This is an optimization exercise on Yosys and OpenROAD, whose aim is small area, a short achievable clock period and few clock cycles, not a production implementation.
The RTL was checked by simulation tests, not by an equivalence proof against the original design.

## approx_mac_top
module approx_mac_top (
    input  wire                         clk,
    input  wire                         arst_n,
    input  wire [33:0]                  cmd,     
    input  wire                         cmd_valid,
    output logic                        cmd_ready,
    output logic [151:0]                result,  
    output logic                        result_valid,
    input  wire                         result_ready
);
Settings: LEC_CHECK=0, CAP_MARGIN=20, CORE_MARGIN=2, CORE_UTILIZATION=60, CTS_BUF_LIST=sky130_fd_sc_hd__clkbuf_8, CTS_CLUSTER_DIAMETER=60, CTS_CLUSTER_SIZE=16, SETUP_SLACK_MARGIN=4.7, SLEW_MARGIN=20, SYNTH_HIERARCHICAL=1; clock period 9.0 ns.
standard.sh (not shown) runs the stock make flow with config.mk's settings and CLKGATE_MAP_FILE= SYNTH_SCRIPT=/design/flow/synth_recipe.tcl, a recipe that flattens the netlist after the stock synthesis.
==> flow/flow/run.sh <==
#!/bin/bash
# The standard layout (the standard.sh, all ORFS steps unchanged), except that the
# port buffers buffer_ports inserts are sky130_fd_sc_hd__buf_1 cells instead of the
# delay buffers it picks by default. Every input and output port still gets a buffer.
set -euo pipefail
export BUFFER_PORTS_ARGS="-buffer_cell sky130_fd_sc_hd__buf_1"
bash standard.sh > standard_flow.log 2>&1
Testbench counts at the start, summed over its fixed seeds: cycles 8,168.
==> next run, changes <==
--- a/flow/config.mk
+++ b/flow/config.mk
@@ -7,2 +7,3 @@
 export LEC_CHECK = 0
+export ABC_AREA = 1
 export CAP_MARGIN = 20
@@ -13,3 +14,3 @@
 export CTS_CLUSTER_SIZE = 16
-export SETUP_SLACK_MARGIN = 4.7
+export SETUP_SLACK_MARGIN = 5
 export SLEW_MARGIN = 20
After rerunning:
- The new run completed without violations
- worst setup slack improved by 210 ps
- final area climbs by a few percent
- synthesized cell count climbs by a quarter to a third
- die area climbs by a few percent
- hold slack got worse by 12 ps
- cell count climbs by a quarter to a third
- wire length climbs by roughly a tenth
- non-clock buffer count climbs by 41
- synthesized area climbs by a few percent
==> next run, changes <==
--- a/flow/config.mk
+++ b/flow/config.mk
@@ -7,3 +7,2 @@
 export LEC_CHECK = 0
-export ABC_AREA = 1
 export CAP_MARGIN = 20
@@ -12,4 +11,4 @@
 export CTS_BUF_LIST = sky130_fd_sc_hd__clkbuf_8
-export CTS_CLUSTER_DIAMETER = 60
-export CTS_CLUSTER_SIZE = 16
+export CTS_CLUSTER_DIAMETER = 50
+export CTS_CLUSTER_SIZE = 12
 export SETUP_SLACK_MARGIN = 5
Outcome: Cell count decreases by about a fifth; hold slack gains 22 ps.

---

## run A
approx_mac_top, a different RTL version from the one above (not shown whole).
For scale: ~280 flip-flops, roughly 190 I/O pins.
export LEC_CHECK = 0
export CAP_MARGIN = 20
export CORE_MARGIN = 2
export CORE_UTILIZATION = 40
export SETUP_SLACK_MARGIN = 5
export SLEW_MARGIN = 20
export SYNTH_HIERARCHICAL = 1
create_clock -name core_clock -period 9.0 [get_ports {clk}]
==> flow/flow/run.sh <==
#!/bin/bash
# The standard layout (the standard.sh, all ORFS steps unchanged), except that the
# port buffers buffer_ports inserts are sky130_fd_sc_hd__buf_2 cells instead of the
# delay buffers it picks by default. Every input and output port still gets a buffer.
set -euo pipefail
export BUFFER_PORTS_ARGS="-buffer_cell sky130_fd_sc_hd__buf_2"
bash standard.sh > standard_flow.log 2>&1
Run A reached the final stage; the timing, DRC and antenna checks on its layout passed.
Testbench counts of run A, summed over its fixed seeds: cycles 8,399.
The inputs of run B differ from those of run A as listed below.
Settings: setting ABC_CLOCK_PERIOD_IN_PS to 4000 for the first time.
==> flow/run.sh (new file) <==
#!/bin/bash
# synth_recipe.tcl (not shown) runs the flow's synth.tcl, then flattens the netlist and writes it again
# the make line also repeats each setting of config.mk as NAME=value (left out here)
make -C /OpenROAD-flow-scripts/flow DESIGN_CONFIG=/design/flow/config.mk WORK_HOME=/design/flow/orfs CLKGATE_MAP_FILE= SYNTH_SCRIPT=/design/flow/synth_recipe.tcl finish
removed: flow/flow/run.sh
removed: flow/standard.sh
[summary]
Core utilization: run B higher than run A
A timing endpoint of the critical path of max_q[7] is what run B shows, while max_q[19] belongs to run A.
Run B vs run A on total setup buffers inserted after CTS: run B is the lower one.
On ratio of final minimum period to clock period, run A tracks run B almost exactly.
The top layer reached by signal wires comes out met4 in one run and met5 in the other, namely in run B and run A respectively.
When run B is set beside run A, its setup slack after layout turns out to be 6.9 ps smaller.
#### Input delta (run C over run B)
Settings: ABC_CLOCK_PERIOD_IN_PS removed (was 4000).
Notes after the runs:
Result for run B and run C: all clean
Run C against run B: via count flat; number of buffer cells added on primary ports flat.
Going from run B to run C, initial standard-cell utilization of the core was more or less identical; number of distinct library cell variants in the gate-level netlist after synthesis was more or less identical.
Run C -> run B: clock-buffer cell count delta 0, exact match

---

## build 90
Another version of the RTL of approx_mac_top (not shown whole).
Size in the first run: roughly 2,200 cells after synthesis, roughly 270 flip-flops, roughly 190 I/O pins, about 22,000 um^2 of cells after synthesis.
Settings: LEC_CHECK=0, CAP_MARGIN=20, CORE_MARGIN=2, CORE_UTILIZATION=40, CTS_BUF_LIST=sky130_fd_sc_hd__clkbuf_8, CTS_CLUSTER_DIAMETER=60, CTS_CLUSTER_SIZE=16, SETUP_SLACK_MARGIN=5, SLEW_MARGIN=20, SYNTH_HIERARCHICAL=1; clock period 9.0 ns.
==> flow/flow/run.sh <==
#!/bin/bash
# The standard layout (the standard.sh, all ORFS steps unchanged), except that the
# port buffers buffer_ports inserts are sky130_fd_sc_hd__buf_1 cells instead of the
# delay buffers it picks by default. Every input and output port still gets a buffer.
set -euo pipefail
export BUFFER_PORTS_ARGS="-buffer_cell sky130_fd_sc_hd__buf_1"
bash standard.sh > standard_flow.log 2>&1
Testbench counts of build 90, summed over its fixed seeds: cycles 8,399.
Setup changes, build 90 to build 60
# build 90
export LEC_CHECK = 0
export CAP_MARGIN = 20
export CORE_MARGIN = 2
export CORE_UTILIZATION = 40
export CTS_BUF_LIST = sky130_fd_sc_hd__clkbuf_8
export CTS_CLUSTER_DIAMETER = 60
export CTS_CLUSTER_SIZE = 16
export SETUP_SLACK_MARGIN = 5
export SLEW_MARGIN = 20
export SYNTH_HIERARCHICAL = 1
create_clock -name core_clock -period 9.0 [get_ports {clk}]
# build 60
export LEC_CHECK = 0
export CAP_MARGIN = 20
export CORE_MARGIN = 2
export CORE_UTILIZATION = 60
export SETUP_SLACK_MARGIN = 5
export SLEW_MARGIN = 20
export SYNTH_HIERARCHICAL = 1
create_clock -name core_clock -period 9.0 [get_ports {clk}]
==> flow/run.sh (new file) <==
#!/bin/bash
# synth_recipe.tcl (not shown) runs the flow's synth.tcl, then flattens the netlist and writes it again
# the make line also repeats each setting of config.mk as NAME=value (left out here)
make -C /OpenROAD-flow-scripts/flow DESIGN_CONFIG=/design/flow/config.mk WORK_HOME=/design/flow/orfs CLKGATE_MAP_FILE= SYNTH_SCRIPT=/design/flow/synth_recipe.tcl finish
removed: flow/flow/run.sh
removed: flow/standard.sh
Findings:
- In build 60 relative to build 90, routed via count had gone up by a few percent.
- For die outline width, dividing the value from build 90 by the value from build 60 gives 1.2.
- Of the two values seen for highest routed metal layer, met4 was produced by build 90 and met5 by build 60.
- Against build 90 as the reference, build 60 delivers a lower post-route clock period utilization.
- Build 60 vs build 90, worst setup path startpoint: a_op[0] vs er_q[7]
Edits applied to the flow inputs when going from build 60 to build 39:
# build 60
export LEC_CHECK = 0
export CAP_MARGIN = 20
export CORE_MARGIN = 2
export CORE_UTILIZATION = 60
export SETUP_SLACK_MARGIN = 5
export SLEW_MARGIN = 20
export SYNTH_HIERARCHICAL = 1
create_clock -name core_clock -period 9.0 [get_ports {clk}]
# build 39
export LEC_CHECK = 0
export CAP_MARGIN = 20
export CORE_MARGIN = 2
export CORE_UTILIZATION = 60
export CTS_BUF_LIST = sky130_fd_sc_hd__clkbuf_8
export CTS_CLUSTER_DIAMETER = 60
export CTS_CLUSTER_SIZE = 16
export SETUP_SLACK_MARGIN = 5
export SLEW_MARGIN = 20
export SYNTH_HIERARCHICAL = 1
create_clock -name core_clock -period 9.0 [get_ports {clk}]
==> flow/flow/run.sh (new file) <==
#!/bin/bash
# The standard layout (the standard.sh, all ORFS steps unchanged), except that:
# - the port buffers buffer_ports inserts are sky130_fd_sc_hd__buf_1 cells instead of the
#   delay buffers it picks by default (every input and output port still gets a buffer);
set -euo pipefail
export BUFFER_PORTS_ARGS="-buffer_cell sky130_fd_sc_hd__buf_1"
bash standard.sh SETUP_SLACK_MARGIN=5.5 finish > standard_flow.log 2>&1
==> flow/standard.sh (new file) <==
#!/bin/bash
# synth_recipe.tcl (not shown) runs the flow's synth.tcl, then flattens the netlist and writes it again
# the make line also repeats each setting of config.mk as NAME=value (left out here)
make -C /OpenROAD-flow-scripts/flow DESIGN_CONFIG=/design/flow/config.mk WORK_HOME=/design/flow/orfs CLKGATE_MAP_FILE= SYNTH_SCRIPT=/design/flow/synth_recipe.tcl "${@:-finish}"
removed: flow/run.sh
--- outcome ---
- Build 39 vs build 60, topmost layer with routed signal wires: met4 vs met5
- Period utilization, build 60 and build 39: higher on build 60
- Hold slack improves in build 39 relative to build 60.
- Sort build 60 and build 39 by detailed-routing iteration count for the pre-antenna-repair pass, ascending, and build 60 comes first.
- Comparing build 60 against build 39, there is no change at all in max capacitance violation total.
Modified inputs, build 35 compared to build 39
# build 39
export LEC_CHECK = 0
export CAP_MARGIN = 20
export CORE_MARGIN = 2
export CORE_UTILIZATION = 60
export CTS_BUF_LIST = sky130_fd_sc_hd__clkbuf_8
export CTS_CLUSTER_DIAMETER = 60
export CTS_CLUSTER_SIZE = 16
export SETUP_SLACK_MARGIN = 5
export SLEW_MARGIN = 20
export SYNTH_HIERARCHICAL = 1
create_clock -name core_clock -period 9.0 [get_ports {clk}]
# build 35
export LEC_CHECK = 0
export CAP_MARGIN = 20
export CORE_MARGIN = 2
export CORE_UTILIZATION = 40
export SETUP_SLACK_MARGIN = 5
export SLEW_MARGIN = 20
export SYNTH_HIERARCHICAL = 1
create_clock -name core_clock -period 9.0 [get_ports {clk}]
==> flow/flow/run.sh <==
#!/bin/bash
# The standard layout (the standard.sh, all ORFS steps unchanged), except that the
# port buffers buffer_ports inserts are sky130_fd_sc_hd__buf_1 cells instead of the
# delay buffers it picks by default. Every input and output port still gets a buffer.
set -euo pipefail
export BUFFER_PORTS_ARGS="-buffer_cell sky130_fd_sc_hd__buf_1"
bash standard.sh > standard_flow.log 2>&1
Notes after the runs:
Sort build 35 and build 39 by total die area desc -> top: build 35. Of build 35 and build 39, the run reporting the lower maximum clock frequency was build 35. The total half-perimeter wirelength after legalization and detailed placement in build 35 sits about 3.3% above the value recorded for build 39. Build 35 against build 39: fraction of standard cell area that is sequential went up 0.96 points.

==> static timing again, ports no longer ideal <==
Ports are ideal in the flow. The routed layouts listed here were re-timed in OpenROAD.
Step 1 (the two cells are an assumption about what drives the block):
set clk [get_ports {clk}]
set_driving_cell -lib_cell sky130_fd_sc_hd__clkbuf_16 $clk
set_driving_cell -lib_cell sky130_fd_sc_hd__buf_2 [delete_from_list [all_inputs] $clk]
Step 2 times the ports against the registers' clock, not the clock port: input delays grow and output delays shrink by t, the midpoint of the rising clock arrivals with the driver on.
Three values: ideal, step 1, step 2; two values: the first two.
run	t, ns	setup slack, ns	worst setup path at the end
the first run of note 1	0.676	4.857 / 4.857 / 4.857	register to register
the second run of note 1	0.703	5.069 / 5.069 / 5.069	register to register
the third run of note 1	0.643	5.073 / 5.073 / 5.073	register to register
run A	0.601	4.710 / 4.710 / 4.710	register to register
run B	0.604	4.703 / 4.703 / 4.703	register to register
run C	0.604	4.703 / 4.703 / 4.703	register to register
build 90	0.693	5.001 / 5.001 / 5.001	register to register
build 60	0.631	5.026 / 5.026 / 5.026	register to register
build 39	0.692	5.188 / 5.188 / 5.188	register to register
build 35	0.589	4.991 / 4.991 / 4.991	register to register
After both steps setup and hold are still met in every run listed.
